Context: an optimization exercise on an open-source flow, tuned for small area, a short achievable clock period and few clock cycles per item. The choices shown serve that exercise and are no tape-out recipe. Where RTL was checked, it was by simulation tests only, not by an equivalence proof against the original.

==> 04-04 <==
## timer_multiplexer_min_heap_core
module timer_multiplexer_min_heap_core (
    input  logic        clk,
    input  logic        rst_n,
    input  logic        req_valid,
    output logic        req_ready,
    input  logic        req_operation,
    input  logic [31:0] req_timeout,
    input  logic [7:0]  req_callback_handle,
    output logic        rsp_valid,
    input  logic        rsp_ready,
    output logic [2:0]  rsp_kind,
    output logic [7:0]  rsp_fired_handle,
    output logic [31:0] rsp_delay_ms,
    output logic        rsp_last
);
==> flow/config.mk <==
export PLATFORM = sky130hd
export DESIGN_NAME = timer_multiplexer_min_heap_core
export DESIGN_NICKNAME = timer_multiplexer_min_heap_core
export VERILOG_FILES = /design/flow/design.v
export SDC_FILE = /design/flow/constraint.sdc
export NUM_CORES = 4
export LEC_CHECK = 0
export ABC_CLOCK_PERIOD_IN_PS = 4000
export CAP_MARGIN = 20
export CORE_MARGIN = 2
export CORE_UTILIZATION = 65
export CTS_CLUSTER_DIAMETER = 90
export CTS_CLUSTER_SIZE = 22
export PLACE_DENSITY = 0.8
export SETUP_SLACK_MARGIN = 2.8
export SLEW_MARGIN = 20
export TNS_END_PERCENT = 10
==> flow/constraint.sdc <==
create_clock -name core_clock -period 7.0 [get_ports {clk}]
set_input_delay 1.4000 -clock core_clock [delete_from_list [all_inputs] [get_ports {clk}]]
set_output_delay 1.4000 -clock core_clock [all_outputs]
set_load 0.01 [all_outputs]
run.sh (not shown) runs the stock make flow with config.mk's settings and CLKGATE_MAP_FILE= SYNTH_SCRIPT=/design/flow/synth_recipe.tcl, a recipe that flattens the netlist after the stock synthesis.
==> inputs of 03-16, as changes to 04-04 <==
--- a/flow/design.v
+++ b/flow/design.v
@@ -12,13 +12,13 @@
     input  logic           rst_n,
     input  logic           req_valid,
     output logic           req_ready,
     input  logic [40:0]    req_bits,
     input  logic [47:0]    now,
     input  logic           cmd_done,      
-    input  logic           can_take,      
+    input  logic           hold,          
     output logic           cmd_valid,
     output logic           cmd_arm,
     output logic [32:0]    cmd_exp,       
     output logic           cmd_sat,       
     output logic [7:0]     cmd_handle
 );
@@ -35,14 +35,14 @@
     logic        arm_reg;
     logic [32:0] exp_reg;
     logic        sat_reg;
     logic [7:0]  handle_reg;
     logic        push;
     logic [32:0] low_sum;
-    assign req_ready  = !valid_reg || can_take;
-    assign push       = req_valid && req_ready;
+    assign req_ready = !valid_reg || (cmd_done && !hold);
+    assign push      = req_valid && req_ready;
     assign low_sum   = {1'b0, now[31:0]} + {1'b0, req_bits[39:8]};
     always_ff @(posedge clk or negedge rst_n)
     begin
         if (!rst_n)
             valid_reg <= 1'b0;
         else if (push)
@@ -72,13 +72,13 @@
     input  logic           cmd_valid,
     input  logic           cmd_arm,
     input  logic [32:0]    cmd_exp,
     input  logic           cmd_sat,
     input  logic [7:0]     cmd_handle,
     output logic           cmd_done,
-    output logic           can_take,
+    output logic           hold,
     output logic [47:0]    now,
     output logic           rsp_valid,
     input  logic           rsp_ready,
     output logic [43:0]    rsp_bits
 );
     localparam SLOTS  = 16;
@@ -124,32 +124,32 @@
     logic [EW-1:0]    se_reg [0:SLOTS-1];
     logic [7:0]       sh_reg [0:SLOTS-1];
     logic [47:0]   now_reg, now_next;
     logic [31:0]   pd_reg, pd_next;
     logic          pop_reg, pop_next;      
     logic          fin_reg, fin_next;      
-    logic          rsp_valid_reg, rsp_valid_next;
-    logic [35:0]   rsp_reg;                
+    logic          rsp_valid_reg;
+    logic [43:0]   rsp_reg;
+    logic          skid_valid_reg;
+    logic [43:0]   skid_reg;
     logic          out_valid;              
-    logic [35:0]   out_bits;
-    logic          can_emit, go;
+    logic [43:0]   out_bits;
+    logic          go;
     logic          do_arm, do_rej, exp_first, exp_empty, do_pop, do_fin;
     logic          pop_done;
     logic [EW-1:0] arm_exp;
     logic [31:0]   arm_diff;
     logic [31:0]   arm_delay;
     logic [SLOTS-1:0] le;           
     logic          head_eq;
     logic          arm_first;
     logic [48:0]   exp_sum;
     logic          tie;
     logic [EW-1:0] next_diff;
     logic [31:0]   next_delay;
-    assign can_emit  = !rsp_valid_reg || rsp_ready;
-    assign go        = cmd_valid && can_emit;
-    assign can_take  = go && (cmd_arm || fin_reg);
+    assign go        = cmd_valid && !skid_valid_reg;
     assign arm_exp   = cmd_sat ? {EW{1'b1}} : cmd_exp;
     assign arm_diff  = cmd_exp[31:0] - now_reg[31:0];
     assign arm_delay = cmd_sat ? ~now_reg[31:0] : arm_diff;
     genvar g;
     generate
         for (g = 0; g < SLOTS; g = g + 1)
@@ -171,65 +171,66 @@
     assign exp_first = go && !cmd_arm && !pop_reg && !fin_reg;
     assign exp_empty = exp_first && !v_reg[0];
     assign do_pop    = go && !cmd_arm && !fin_reg && v_reg[0];
     assign do_fin    = go && !cmd_arm && fin_reg;
     assign pop_done  = do_pop && (sh_reg[0] == 8'd0) && !tie;
     assign cmd_done  = do_arm || do_rej || exp_empty || do_fin || pop_done;
+    assign hold      = exp_first;
     assign now       = now_reg;
     always_comb
     begin
         now_next  = now_reg;
         pd_next   = pd_reg;
         pop_next  = pop_reg;
         fin_next  = fin_reg;
         out_valid = 1'b0;
-        out_bits  = {1'b0, KIND_IDLE, 32'd0};
+        out_bits  = {KIND_IDLE, 8'd0, 32'd0, 1'b1};
         if (exp_first)
             now_next = exp_sum[48] ? 48'hFFFF_FFFF_FFFF : exp_sum[47:0];
         if (do_rej)
         begin
             out_valid = 1'b1;
-            out_bits  = {1'b0, KIND_REJECTED, 32'd0};
+            out_bits  = {KIND_REJECTED, 8'd0, 32'd0, 1'b1};
         end
         if (do_arm)
         begin
             out_valid = 1'b1;
             if (arm_first)
             begin
                 pd_next  = arm_delay;
-                out_bits = {1'b0, KIND_PROGRAM, arm_delay};
+                out_bits = {KIND_PROGRAM, 8'd0, arm_delay, 1'b1};
             end
             else
-                out_bits = {1'b0, KIND_ACCEPTED, 32'd0};
+                out_bits = {KIND_ACCEPTED, 8'd0, 32'd0, 1'b1};
         end
         if (exp_empty)
             out_valid = 1'b1;
         if (do_pop)
         begin
             pop_next = tie;
             if (!tie && v_reg[1])
                 pd_next = next_delay;
             if (sh_reg[0] != 8'd0)
             begin
                 fin_next  = !tie;
                 out_valid = 1'b1;
-                out_bits  = {1'b1, KIND_FIRE, 24'd0, sh_reg[0]};
+                out_bits  = {KIND_FIRE, sh_reg[0], 32'd0, 1'b0};
             end
             else if (!tie)
             begin
                 out_valid = 1'b1;
                 if (v_reg[1])
-                    out_bits = {1'b0, KIND_PROGRAM, next_delay};
+                    out_bits = {KIND_PROGRAM, 8'd0, next_delay, 1'b1};
             end
         end
         if (do_fin)
         begin
             fin_next  = 1'b0;
             out_valid = 1'b1;
             if (v_reg[0])
-                out_bits = {1'b0, KIND_PROGRAM, pd_reg};
+                out_bits = {KIND_PROGRAM, 8'd0, pd_reg, 1'b1};
         end
     end
     generate
         for (g = 0; g < SLOTS; g = g + 1)
         begin : g_slot
             logic          ins_here, from_below;
@@ -298,43 +299,47 @@
                     sh_reg[g] <= sh_dn;
                 end
             end
         end
     endgenerate
     assign rsp_valid = rsp_valid_reg;
-    assign rsp_bits  = {rsp_reg[34:32],
-                        rsp_reg[7:0] & {8{rsp_reg[35]}},
-                        rsp_reg[31:8],
-                        rsp_reg[7:0] & {8{!rsp_reg[35]}},
-                        !rsp_reg[35]};
+    assign rsp_bits  = rsp_reg;
     always_ff @(posedge clk or negedge rst_n)
     begin
         if (!rst_n)
         begin
-            v_reg         <= '0;
-            now_reg       <= '0;
-            pd_reg        <= '0;
-            pop_reg       <= 1'b0;
-            fin_reg       <= 1'b0;
-            rsp_valid_reg <= 1'b0;
+            v_reg          <= '0;
+            now_reg        <= '0;
+            pd_reg         <= '0;
+            pop_reg        <= 1'b0;
+            fin_reg        <= 1'b0;
+            rsp_valid_reg  <= 1'b0;
+            skid_valid_reg <= 1'b0;
         end
         else
         begin
             v_reg    <= v_next;
             now_reg  <= now_next;
             pd_reg   <= pd_next;
             pop_reg  <= pop_next;
             fin_reg  <= fin_next;
-            if (can_emit)
-                rsp_valid_reg <= out_valid;
+            if (!rsp_valid_reg || rsp_ready)
+            begin
+                rsp_valid_reg  <= skid_valid_reg || out_valid;
+                skid_valid_reg <= 1'b0;
+            end
+            else if (out_valid)
+                skid_valid_reg <= 1'b1;
         end
     end
     always_ff @(posedge clk)
     begin
-        if (can_emit)
-            rsp_reg <= out_bits;
+        if (!rsp_valid_reg || rsp_ready)
+            rsp_reg <= skid_valid_reg ? skid_reg : out_bits;
+        if (!skid_valid_reg)
+            skid_reg <= out_bits;
     end
 endmodule
 module timer_multiplexer_min_heap_core (
     input  logic        clk,
     input  logic        rst_n,
     input  logic        req_valid,
@@ -348,13 +353,13 @@
     output logic [7:0]  rsp_fired_handle,
     output logic [31:0] rsp_delay_ms,
     output logic        rsp_last
 );
     logic        cmd_valid;
     logic        cmd_done;
-    logic        can_take;
+    logic        hold;
     logic        cmd_arm;
     logic [32:0] cmd_exp;
     logic        cmd_sat;
     logic [7:0]  cmd_handle;
     logic [47:0] now;
     logic [40:0] req;
@@ -366,13 +371,13 @@
         .rst_n      (rst_n),
         .req_valid  (req_valid),
         .req_ready  (req_ready),
         .req_bits   (req),
         .now        (now),
         .cmd_done   (cmd_done),
-        .can_take   (can_take),
+        .hold       (hold),
         .cmd_valid  (cmd_valid),
         .cmd_arm    (cmd_arm),
         .cmd_exp    (cmd_exp),
         .cmd_sat    (cmd_sat),
         .cmd_handle (cmd_handle)
     );
@@ -382,13 +387,13 @@
         .cmd_valid  (cmd_valid),
         .cmd_arm    (cmd_arm),
         .cmd_exp    (cmd_exp),
         .cmd_sat    (cmd_sat),
         .cmd_handle (cmd_handle),
         .cmd_done   (cmd_done),
-        .can_take   (can_take),
+        .hold       (hold),
         .now        (now),
         .rsp_valid  (rsp_valid),
         .rsp_ready  (rsp_ready),
         .rsp_bits   (rsp)
     );
 endmodule
==> flow/config.mk (replaced) <==
export PLATFORM = sky130hd
export DESIGN_NAME = timer_multiplexer_min_heap_core
export DESIGN_NICKNAME = timer_multiplexer_min_heap_core
export VERILOG_FILES = /design/flow/design.v
export SDC_FILE = /design/flow/constraint.sdc
export NUM_CORES = 4
export LEC_CHECK = 0
export ABC_CLOCK_PERIOD_IN_PS = 4000
export CAP_MARGIN = 20
export CORE_MARGIN = 2
export CORE_UTILIZATION = 40
export SETUP_SLACK_MARGIN = 3.0
export SLEW_MARGIN = 20
==> inputs of 02-18, as changes to 04-04 <==
--- a/flow/design.v
+++ b/flow/design.v
@@ -12,13 +12,13 @@
     input  logic           rst_n,
     input  logic           req_valid,
     output logic           req_ready,
     input  logic [40:0]    req_bits,
     input  logic [47:0]    now,
     input  logic           cmd_done,      
-    input  logic           can_take,      
+    input  logic           hold,          
     output logic           cmd_valid,
     output logic           cmd_arm,
     output logic [32:0]    cmd_exp,       
     output logic           cmd_sat,       
     output logic [7:0]     cmd_handle
 );
@@ -35,14 +35,14 @@
     logic        arm_reg;
     logic [32:0] exp_reg;
     logic        sat_reg;
     logic [7:0]  handle_reg;
     logic        push;
     logic [32:0] low_sum;
-    assign req_ready  = !valid_reg || can_take;
-    assign push       = req_valid && req_ready;
+    assign req_ready = !valid_reg || (cmd_done && !hold);
+    assign push      = req_valid && req_ready;
     assign low_sum   = {1'b0, now[31:0]} + {1'b0, req_bits[39:8]};
     always_ff @(posedge clk or negedge rst_n)
     begin
         if (!rst_n)
             valid_reg <= 1'b0;
         else if (push)
@@ -72,13 +72,13 @@
     input  logic           cmd_valid,
     input  logic           cmd_arm,
     input  logic [32:0]    cmd_exp,
     input  logic           cmd_sat,
     input  logic [7:0]     cmd_handle,
     output logic           cmd_done,
-    output logic           can_take,
+    output logic           hold,
     output logic [47:0]    now,
     output logic           rsp_valid,
     input  logic           rsp_ready,
     output logic [43:0]    rsp_bits
 );
     localparam SLOTS  = 16;
@@ -124,32 +124,32 @@
     logic [EW-1:0]    se_reg [0:SLOTS-1];
     logic [7:0]       sh_reg [0:SLOTS-1];
     logic [47:0]   now_reg, now_next;
     logic [31:0]   pd_reg, pd_next;
     logic          pop_reg, pop_next;      
     logic          fin_reg, fin_next;      
-    logic          rsp_valid_reg, rsp_valid_next;
-    logic [35:0]   rsp_reg;                
+    logic          rsp_valid_reg;
+    logic [43:0]   rsp_reg;
+    logic          skid_valid_reg;
+    logic [43:0]   skid_reg;
     logic          out_valid;              
-    logic [35:0]   out_bits;
-    logic          can_emit, go;
+    logic [43:0]   out_bits;
+    logic          go;
     logic          do_arm, do_rej, exp_first, exp_empty, do_pop, do_fin;
     logic          pop_done;
     logic [EW-1:0] arm_exp;
     logic [31:0]   arm_diff;
     logic [31:0]   arm_delay;
     logic [SLOTS-1:0] le;           
     logic          head_eq;
     logic          arm_first;
     logic [48:0]   exp_sum;
     logic          tie;
     logic [EW-1:0] next_diff;
     logic [31:0]   next_delay;
-    assign can_emit  = !rsp_valid_reg || rsp_ready;
-    assign go        = cmd_valid && can_emit;
-    assign can_take  = go && (cmd_arm || fin_reg);
+    assign go        = cmd_valid && !skid_valid_reg;
     assign arm_exp   = cmd_sat ? {EW{1'b1}} : cmd_exp;
     assign arm_diff  = cmd_exp[31:0] - now_reg[31:0];
     assign arm_delay = cmd_sat ? ~now_reg[31:0] : arm_diff;
     genvar g;
     generate
         for (g = 0; g < SLOTS; g = g + 1)
@@ -171,65 +171,66 @@
     assign exp_first = go && !cmd_arm && !pop_reg && !fin_reg;
     assign exp_empty = exp_first && !v_reg[0];
     assign do_pop    = go && !cmd_arm && !fin_reg && v_reg[0];
     assign do_fin    = go && !cmd_arm && fin_reg;
     assign pop_done  = do_pop && (sh_reg[0] == 8'd0) && !tie;
     assign cmd_done  = do_arm || do_rej || exp_empty || do_fin || pop_done;
+    assign hold      = exp_first;
     assign now       = now_reg;
     always_comb
     begin
         now_next  = now_reg;
         pd_next   = pd_reg;
         pop_next  = pop_reg;
         fin_next  = fin_reg;
         out_valid = 1'b0;
-        out_bits  = {1'b0, KIND_IDLE, 32'd0};
+        out_bits  = {KIND_IDLE, 8'd0, 32'd0, 1'b1};
         if (exp_first)
             now_next = exp_sum[48] ? 48'hFFFF_FFFF_FFFF : exp_sum[47:0];
         if (do_rej)
         begin
             out_valid = 1'b1;
-            out_bits  = {1'b0, KIND_REJECTED, 32'd0};
+            out_bits  = {KIND_REJECTED, 8'd0, 32'd0, 1'b1};
         end
         if (do_arm)
         begin
             out_valid = 1'b1;
             if (arm_first)
             begin
                 pd_next  = arm_delay;
-                out_bits = {1'b0, KIND_PROGRAM, arm_delay};
+                out_bits = {KIND_PROGRAM, 8'd0, arm_delay, 1'b1};
             end
             else
-                out_bits = {1'b0, KIND_ACCEPTED, 32'd0};
+                out_bits = {KIND_ACCEPTED, 8'd0, 32'd0, 1'b1};
         end
         if (exp_empty)
             out_valid = 1'b1;
         if (do_pop)
         begin
             pop_next = tie;
             if (!tie && v_reg[1])
                 pd_next = next_delay;
             if (sh_reg[0] != 8'd0)
             begin
                 fin_next  = !tie;
                 out_valid = 1'b1;
-                out_bits  = {1'b1, KIND_FIRE, 24'd0, sh_reg[0]};
+                out_bits  = {KIND_FIRE, sh_reg[0], 32'd0, 1'b0};
             end
             else if (!tie)
             begin
                 out_valid = 1'b1;
                 if (v_reg[1])
-                    out_bits = {1'b0, KIND_PROGRAM, next_delay};
+                    out_bits = {KIND_PROGRAM, 8'd0, next_delay, 1'b1};
             end
         end
         if (do_fin)
         begin
             fin_next  = 1'b0;
             out_valid = 1'b1;
             if (v_reg[0])
-                out_bits = {1'b0, KIND_PROGRAM, pd_reg};
+                out_bits = {KIND_PROGRAM, 8'd0, pd_reg, 1'b1};
         end
     end
     generate
         for (g = 0; g < SLOTS; g = g + 1)
         begin : g_slot
             logic          ins_here, from_below;
@@ -298,43 +299,47 @@
                     sh_reg[g] <= sh_dn;
                 end
             end
         end
     endgenerate
     assign rsp_valid = rsp_valid_reg;
-    assign rsp_bits  = {rsp_reg[34:32],
-                        rsp_reg[7:0] & {8{rsp_reg[35]}},
-                        rsp_reg[31:8],
-                        rsp_reg[7:0] & {8{!rsp_reg[35]}},
-                        !rsp_reg[35]};
+    assign rsp_bits  = rsp_reg;
     always_ff @(posedge clk or negedge rst_n)
     begin
         if (!rst_n)
         begin
-            v_reg         <= '0;
-            now_reg       <= '0;
-            pd_reg        <= '0;
-            pop_reg       <= 1'b0;
-            fin_reg       <= 1'b0;
-            rsp_valid_reg <= 1'b0;
+            v_reg          <= '0;
+            now_reg        <= '0;
+            pd_reg         <= '0;
+            pop_reg        <= 1'b0;
+            fin_reg        <= 1'b0;
+            rsp_valid_reg  <= 1'b0;
+            skid_valid_reg <= 1'b0;
         end
         else
         begin
             v_reg    <= v_next;
             now_reg  <= now_next;
             pd_reg   <= pd_next;
             pop_reg  <= pop_next;
             fin_reg  <= fin_next;
-            if (can_emit)
-                rsp_valid_reg <= out_valid;
+            if (!rsp_valid_reg || rsp_ready)
+            begin
+                rsp_valid_reg  <= skid_valid_reg || out_valid;
+                skid_valid_reg <= 1'b0;
+            end
+            else if (out_valid)
+                skid_valid_reg <= 1'b1;
         end
     end
     always_ff @(posedge clk)
     begin
-        if (can_emit)
-            rsp_reg <= out_bits;
+        if (!rsp_valid_reg || rsp_ready)
+            rsp_reg <= skid_valid_reg ? skid_reg : out_bits;
+        if (!skid_valid_reg)
+            skid_reg <= out_bits;
     end
 endmodule
 module timer_multiplexer_min_heap_core (
     input  logic        clk,
     input  logic        rst_n,
     input  logic        req_valid,
@@ -348,13 +353,13 @@
     output logic [7:0]  rsp_fired_handle,
     output logic [31:0] rsp_delay_ms,
     output logic        rsp_last
 );
     logic        cmd_valid;
     logic        cmd_done;
-    logic        can_take;
+    logic        hold;
     logic        cmd_arm;
     logic [32:0] cmd_exp;
     logic        cmd_sat;
     logic [7:0]  cmd_handle;
     logic [47:0] now;
     logic [40:0] req;
@@ -366,13 +371,13 @@
         .rst_n      (rst_n),
         .req_valid  (req_valid),
         .req_ready  (req_ready),
         .req_bits   (req),
         .now        (now),
         .cmd_done   (cmd_done),
-        .can_take   (can_take),
+        .hold       (hold),
         .cmd_valid  (cmd_valid),
         .cmd_arm    (cmd_arm),
         .cmd_exp    (cmd_exp),
         .cmd_sat    (cmd_sat),
         .cmd_handle (cmd_handle)
     );
@@ -382,13 +387,13 @@
         .cmd_valid  (cmd_valid),
         .cmd_arm    (cmd_arm),
         .cmd_exp    (cmd_exp),
         .cmd_sat    (cmd_sat),
         .cmd_handle (cmd_handle),
         .cmd_done   (cmd_done),
-        .can_take   (can_take),
+        .hold       (hold),
         .now        (now),
         .rsp_valid  (rsp_valid),
         .rsp_ready  (rsp_ready),
         .rsp_bits   (rsp)
     );
 endmodule
==> flow/config.mk (replaced) <==
export PLATFORM = sky130hd
export DESIGN_NAME = timer_multiplexer_min_heap_core
export DESIGN_NICKNAME = timer_multiplexer_min_heap_core
export VERILOG_FILES = /design/flow/design.v
export SDC_FILE = /design/flow/constraint.sdc
export NUM_CORES = 4
export LEC_CHECK = 0
export ABC_CLOCK_PERIOD_IN_PS = 4500
export CAP_MARGIN = 20
export CORE_MARGIN = 2
export CORE_UTILIZATION = 65
export SETUP_SLACK_MARGIN = 1.5
export SLEW_MARGIN = 20
==> results.tsv <==
stage	metric	value	unit
status	status	no timing/DRC/antenna violations	
layout	buf_share	2.62	%
drt	drt-total-wl	170	mm
layout	seq_cell_count	888	
setup_path	r2r-start	u_front.exp_reg[23]	
layout	final_cells	6679	
layout	drive_above_1_share	6.21	%
global_routing	grtUsageMet1	49.2	%
drt	post_drt_wl_per_cell	25.5	um
the above is filed under 02-18

==> results.tsv <==
stage	metric	value	unit
layout	final_cells	7959	
global_routing	grt_pass1_vias	47300	
cts	cts_tree	done	
layout	buf_share	10.4	%
drt	drt-total-wl	221	mm
drt	post_drt_wl_per_cell	27.7	um
status	status	no timing/DRC/antenna violations	
logic_synthesis	yosysSeqAreaShare	44.8	%
setup_path	r2r-start	u_front.exp_reg[25]	
cts	clk_latency	0.73	ns
cts	clkSinkCount	888	
the above is filed under 03-16

==> results.tsv <==
stage	metric	value	unit
layout	drive_above_1_share	8.63	%
global_routing	grtUsageMet1	49.9	%
layout	final_cells	6777	
drt	drt-total-wl	180	mm
setup_path	r2r-start	u_front.exp_reg[5]	
layout	buf_share	4.09	%
layout	seq_cell_count	835	
status	status	no timing/DRC/antenna violations	
logic_synthesis	synth_most_common_cell	edfxtp_1	
the above is filed under 04-04

Testbench counts of 04-04, summed over its fixed seeds: cycles 6,709, requests 4,800.
Only the layout flow was run in 03-16 and 02-18; the RTL was not checked for function there.

## what the ideal ports hide
How much do the figures lean on ideal ports? The routed layouts below were timed once more, with nothing changed but the port constraints. Step 1, drivers: a clkbuf_16 drives clk and a buf_2 each remaining input, both assumed. Step 2 also shifts input and output timing later by t, the mid clock arrival at the registers, as if the neighbouring blocks saw the same clock. Slacks: ideal / step 1 / step 2; pairs: ideal / step 1.
| run | shift t [ns] | setup WS [ns] | worst data-port slew with drivers (ns) |
|---|---|---|---|
| 04-04 | 0.722 | 2.665 / 2.665 / 2.072 | 0.04 |
| 03-16 | 0.793 | 2.169 / 2.169 / 2.169 | 0.07 |
| 02-18 | 0.752 | 1.586 / 1.515 / 1.609 | 0.05 |
After both steps every run listed still meets setup and hold. For 04-04, which loses most, drivers alone change the setup slack by 0.000 ns; drivers and shift together by -0.593 ns.
